What follows belongs to an exercise in optimizing a design on an open flow for small area; a production flow would make more cautious choices. Function was checked by simulation only, so behaviour that the tests miss may differ from the original. No activity file was given, so power comes from the tool's default toggle rates.

Setup of alpha:
## fetch_stage
module fetch_stage (
    input  wire                         clk_i,
    input  wire                         arst_n_i,
    output logic                        inst_req_o,
    output fetch_pkg::addr_t            inst_index_o,
    input  wire                         inst_index_ok_i,
    input  wire                         inst_data_ok_i,
    input  wire fetch_pkg::block_t      inst_rdata_i,
    output logic                        iq_valid_o,
    input  wire                         iq_ready_i,
    output fetch_pkg::addr_t            iq_pc_o,
    output fetch_pkg::block_t           iq_inst_o,
    output fetch_pkg::lane_mask_t       iq_lane_en_o,
    output logic                        iq_pred_taken_o,
    output fetch_pkg::addr_t            iq_pred_target_o,
    input  wire                         br_update_valid_i,
    input  wire fetch_pkg::addr_t       br_pc_i,
    input  wire                         br_taken_i,
    input  wire fetch_pkg::addr_t       br_target_i,
    input  wire                         br_mispredict_i,
    input  wire                         exc_valid_i,
    input  wire fetch_pkg::addr_t       exc_pc_i
);
Size: roughly 3,000 cells after synthesis, roughly 0.049 sq mm of cells after synthesis.
==> module pc_register, before the edit <==
module pc_register (
    input  wire                         clk_i,
    input  wire                         arst_n_i,
    input  wire                         req_accept_i,
    input  wire                         exc_valid_i,
    input  wire fetch_pkg::addr_t       exc_pc_i,
    input  wire                         br_mispredict_i,
    input  wire fetch_pkg::addr_t       br_target_i,
    input  wire                         btb_hit_i,
    input  wire fetch_pkg::lane_idx_t   btb_lane_i,
    input  wire fetch_pkg::addr_t       btb_target_i,
    input  wire                         pht_taken_i,     
    output fetch_pkg::addr_t            fetch_pc_o,
    output fetch_pkg::lane_idx_t        last_lane_o,     
    output logic                        pred_taken_o,
    output logic                        flush_o
);
    localparam int unsigned LANE_W = fetch_pkg::LANE_W;
    localparam int unsigned OFS_W  = fetch_pkg::OFS_W;
    fetch_pkg::addr_t       pc_q;
    fetch_pkg::addr_t       seq_pc;
    fetch_pkg::addr_t       pred_target;
    fetch_pkg::addr_t       redirect_pc;
    assign pred_taken_o = btb_hit_i && (btb_lane_i >= pc_q[2 +: LANE_W]) && pht_taken_i;
    assign last_lane_o  = pred_taken_o ? btb_lane_i : {LANE_W{1'b1}};
    assign seq_pc      = {pc_q[32-1:OFS_W] + 1'b1, {OFS_W{1'b0}}};
    assign pred_target = pred_taken_o ? btb_target_i : seq_pc;
    assign flush_o     = exc_valid_i | br_mispredict_i;
    assign redirect_pc = exc_valid_i ? exc_pc_i : br_target_i;   
    logic sel_exc, sel_br, sel_btb, sel_seq, sel_hold;
    fetch_pkg::addr_t pc_d;
    assign sel_exc  = exc_valid_i;
    assign sel_br   = !exc_valid_i && br_mispredict_i;
    assign sel_btb  = !flush_o && req_accept_i && pred_taken_o;
    assign sel_seq  = !flush_o && req_accept_i && !pred_taken_o;
    assign sel_hold = !flush_o && !req_accept_i;
    assign pc_d = ({32{sel_exc}}  & exc_pc_i)     |
                  ({32{sel_br}}   & br_target_i)  |
                  ({32{sel_btb}}  & btb_target_i) |
                  ({32{sel_seq}}  & seq_pc)       |
                  ({32{sel_hold}} & pc_q);
    always_ff @(posedge clk_i or negedge arst_n_i) begin
        if (!arst_n_i) begin
            pc_q <= 32'h0000_1000;
        end else begin
            pc_q <= pc_d;
        end
    end
    assign fetch_pc_o = pc_q;
endmodule
==> module pattern_history_table, before the edit <==
module pattern_history_table (
    input  wire                         clk_i,
    input  wire                         arst_n_i,
    input  wire fetch_pkg::addr_t       fetch_pc_i,
    input  wire fetch_pkg::lane_idx_t   lane_i,
    input  wire                         upd_valid_i,
    input  wire fetch_pkg::addr_t       upd_pc_i,
    input  wire                         upd_taken_i,
    output logic                        taken_o
);
    localparam int unsigned LANE_W = fetch_pkg::LANE_W;
    localparam int unsigned OFS_W  = fetch_pkg::OFS_W;
    localparam int unsigned IDX_W  = $clog2(64);
    logic [64-1:0]    dir_q;
    logic [64-1:0]    strong_q;
    logic [IDX_W-1:0]           upd_idx;
    logic [IDX_W-LANE_W-1:0]        rd_blk;
    logic [4-1:0]        blk_dir;
    assign rd_blk = fetch_pc_i[OFS_W +: IDX_W-LANE_W];
    always_comb begin
        blk_dir = '0;
        for (int b = 0; b < 64/4; b++) begin
            if (rd_blk == (IDX_W-LANE_W)'(b)) begin
                blk_dir = blk_dir | dir_q[b*4 +: 4];
            end
        end
    end
    assign taken_o = blk_dir[lane_i];
    assign upd_idx = upd_pc_i[2 +: IDX_W];      
    for (genvar i = 0; i < 64; i++) begin : g_ctr
        logic sel;
        assign sel = upd_valid_i && (upd_idx == IDX_W'(i));
        always_ff @(posedge clk_i or negedge arst_n_i) begin
            if (!arst_n_i) begin
                dir_q[i]    <= 1'b0;
                strong_q[i] <= 1'b0;
            end else if (sel) begin
                strong_q[i] <= (dir_q[i] == upd_taken_i);
                if (!strong_q[i]) begin
                    dir_q[i] <= upd_taken_i;
                end
            end
        end
    end
endmodule
Settings: LEC_CHECK=0, CAP_MARGIN=20, CORE_MARGIN=2, CORE_UTILIZATION=65, PLACE_DENSITY=0.75, SLEW_MARGIN=20; clock period 6.0 ns.
standard.sh (not shown) runs the stock make flow with config.mk's settings and CLKGATE_MAP_FILE= SYNTH_SCRIPT=/design/flow/synth_recipe.tcl, a recipe that flattens the netlist after the stock synthesis.
==> flow/flow/run.sh <==
#!/bin/bash
# The standard layout (standard.sh), with:
#  - an area-oriented ABC script in synthesis (flow/synth.tcl, flow/area.abc)
#  - the smallest buffer on every port
#  - a clock tree without dummy loads
# The make output goes to flow_make.log here; each ORFS step also keeps its
# own log under orfs/logs/.
set -euo pipefail
export AREA_ABC_SCRIPT="$PWD/flow/area.abc"
bash standard.sh \
    "SYNTH_SCRIPT=$PWD/flow/synth.tcl" \
    "BUFFER_PORTS_ARGS=-buffer_cell sky130_fd_sc_hd__buf_1" \
    "CTS_ARGS=-sink_clustering_enable -repair_clock_nets -dont_use_dummy_load -buf_list sky130_fd_sc_hd__clkbuf_8 -sink_clustering_size 16 -sink_clustering_max_diameter 60" \
    finish > flow_make.log 2>&1
==> flow/flow/area.abc <==
&get -n
&st
&syn3
&dch -f
&nf -a -R 1000
&put
==> flow/flow/synth.tcl <==
# The standard synthesis script (synth_recipe.tcl), with ABC's mapping
# script swapped for an area-oriented one. Registers are mapped before ABC
# runs, so they are the standard synthesis's.
proc synth {args} { yosys synth -nofsm -noshare {*}$args }
proc abc {args} {
  set i [lsearch -exact $args -script]
  if {$i >= 0} { lset args [expr {$i + 1}] $::env(AREA_ABC_SCRIPT) }
  yosys abc {*}$args
}
source $::env(SCRIPTS_DIR)/synth.tcl
# left out here: clear keep_hierarchy, flatten, clean up, hide names made inside functions, write 1_2_yosys.v
Relative to alpha, the following input files were edited for beta:
--- a/flow/design.v
+++ b/flow/design.v
@@ -72,29 +72,19 @@
     assign pred_taken_o = btb_hit_i && (btb_lane_i >= pc_q[2 +: LANE_W]) && pht_taken_i;
     assign last_lane_o  = pred_taken_o ? btb_lane_i : {LANE_W{1'b1}};
     assign seq_pc      = {pc_q[32-1:OFS_W] + 1'b1, {OFS_W{1'b0}}};
     assign pred_target = pred_taken_o ? btb_target_i : seq_pc;
     assign flush_o     = exc_valid_i | br_mispredict_i;
     assign redirect_pc = exc_valid_i ? exc_pc_i : br_target_i;   
-    logic sel_exc, sel_br, sel_btb, sel_seq, sel_hold;
-    fetch_pkg::addr_t pc_d;
-    assign sel_exc  = exc_valid_i;
-    assign sel_br   = !exc_valid_i && br_mispredict_i;
-    assign sel_btb  = !flush_o && req_accept_i && pred_taken_o;
-    assign sel_seq  = !flush_o && req_accept_i && !pred_taken_o;
-    assign sel_hold = !flush_o && !req_accept_i;
-    assign pc_d = ({32{sel_exc}}  & exc_pc_i)     |
-                  ({32{sel_br}}   & br_target_i)  |
-                  ({32{sel_btb}}  & btb_target_i) |
-                  ({32{sel_seq}}  & seq_pc)       |
-                  ({32{sel_hold}} & pc_q);
     always_ff @(posedge clk_i or negedge arst_n_i) begin
         if (!arst_n_i) begin
             pc_q <= 32'h0000_1000;
-        end else begin
-            pc_q <= pc_d;
+        end else if (flush_o) begin
+            pc_q <= redirect_pc;
+        end else if (req_accept_i) begin
+            pc_q <= pred_target;
         end
     end
     assign fetch_pc_o = pc_q;
 endmodule
 `default_nettype wire
 `timescale 1ns/1ps
@@ -201,25 +191,16 @@
 );
     localparam int unsigned LANE_W = fetch_pkg::LANE_W;
     localparam int unsigned OFS_W  = fetch_pkg::OFS_W;
     localparam int unsigned IDX_W  = $clog2(64);
     logic [64-1:0]    dir_q;
     logic [64-1:0]    strong_q;
+    logic [IDX_W-1:0]           rd_idx;
     logic [IDX_W-1:0]           upd_idx;
-    logic [IDX_W-LANE_W-1:0]        rd_blk;
-    logic [4-1:0]        blk_dir;
-    assign rd_blk = fetch_pc_i[OFS_W +: IDX_W-LANE_W];
-    always_comb begin
-        blk_dir = '0;
-        for (int b = 0; b < 64/4; b++) begin
-            if (rd_blk == (IDX_W-LANE_W)'(b)) begin
-                blk_dir = blk_dir | dir_q[b*4 +: 4];
-            end
-        end
-    end
-    assign taken_o = blk_dir[lane_i];
+    assign rd_idx  = {fetch_pc_i[OFS_W +: IDX_W-LANE_W], lane_i};
+    assign taken_o = dir_q[rd_idx];
     assign upd_idx = upd_pc_i[2 +: IDX_W];      
     for (genvar i = 0; i < 64; i++) begin : g_ctr
         logic sel;
         assign sel = upd_valid_i && (upd_idx == IDX_W'(i));
         always_ff @(posedge clk_i or negedge arst_n_i) begin
             if (!arst_n_i) begin
Notes after the runs:
- beta vs alpha — total number of multi-input combinational cells climbed by a little under 10%
- | post-route cell area | higher: beta |
- Data arrival time of the critical path on beta is down relative to alpha.
- Summary of beta over alpha: period utilization shrank by 4.3 points; cell count after synthesis grew by 164; maximum frequency grew by 7.8 MHz; clock network latency to the later pin of the worst-skew pair shrank by 0.02 ns.
- Via count of the first global-routing pass went up slightly going from alpha to beta.
- Comparing beta with alpha, the post-synthesis mux area share came out essentially unchanged.
- In beta the total number of cells along the worst setup path turned out 5 higher than in alpha.
- Combinational share of power in beta is 3.9 points above alpha.
- Changes observed in beta relative to alpha: maximum fanout count along the critical path +26; basic-gate share of the synthesized area counting and, or, nand and nor cells +0.42 points.

-- static timing again, ports no longer ideal --
No port has a modelled driver above. Below, the same layouts with a new extraction and two added sets of constraints.
Step 1 (the two cells are an assumption about what drives the block):
set clk [get_ports {clk_i}]
set_driving_cell -lib_cell sky130_fd_sc_hd__clkbuf_16 $clk
set_driving_cell -lib_cell sky130_fd_sc_hd__buf_2 [delete_from_list [all_inputs] $clk]
Step 2 moves the port delays by t, midway between the first and last clock arrival at a register: inputs arrive t later, outputs are due t later. That takes back most of the time a late clock gives input paths.
a / b / c = ideal ports / drivers / drivers and shift; a / b = the first two.
| run | t (ns) | setup WS [ns] | worst setup path at the end |
|---|---|---|---|
| alpha | 0.795 | 0.160 / 0.160 / 0.160 | register to register |
| beta | 0.791 | 0.415 / 0.415 / 0.415 | register to register |
After both steps setup and hold are still met in every run listed.
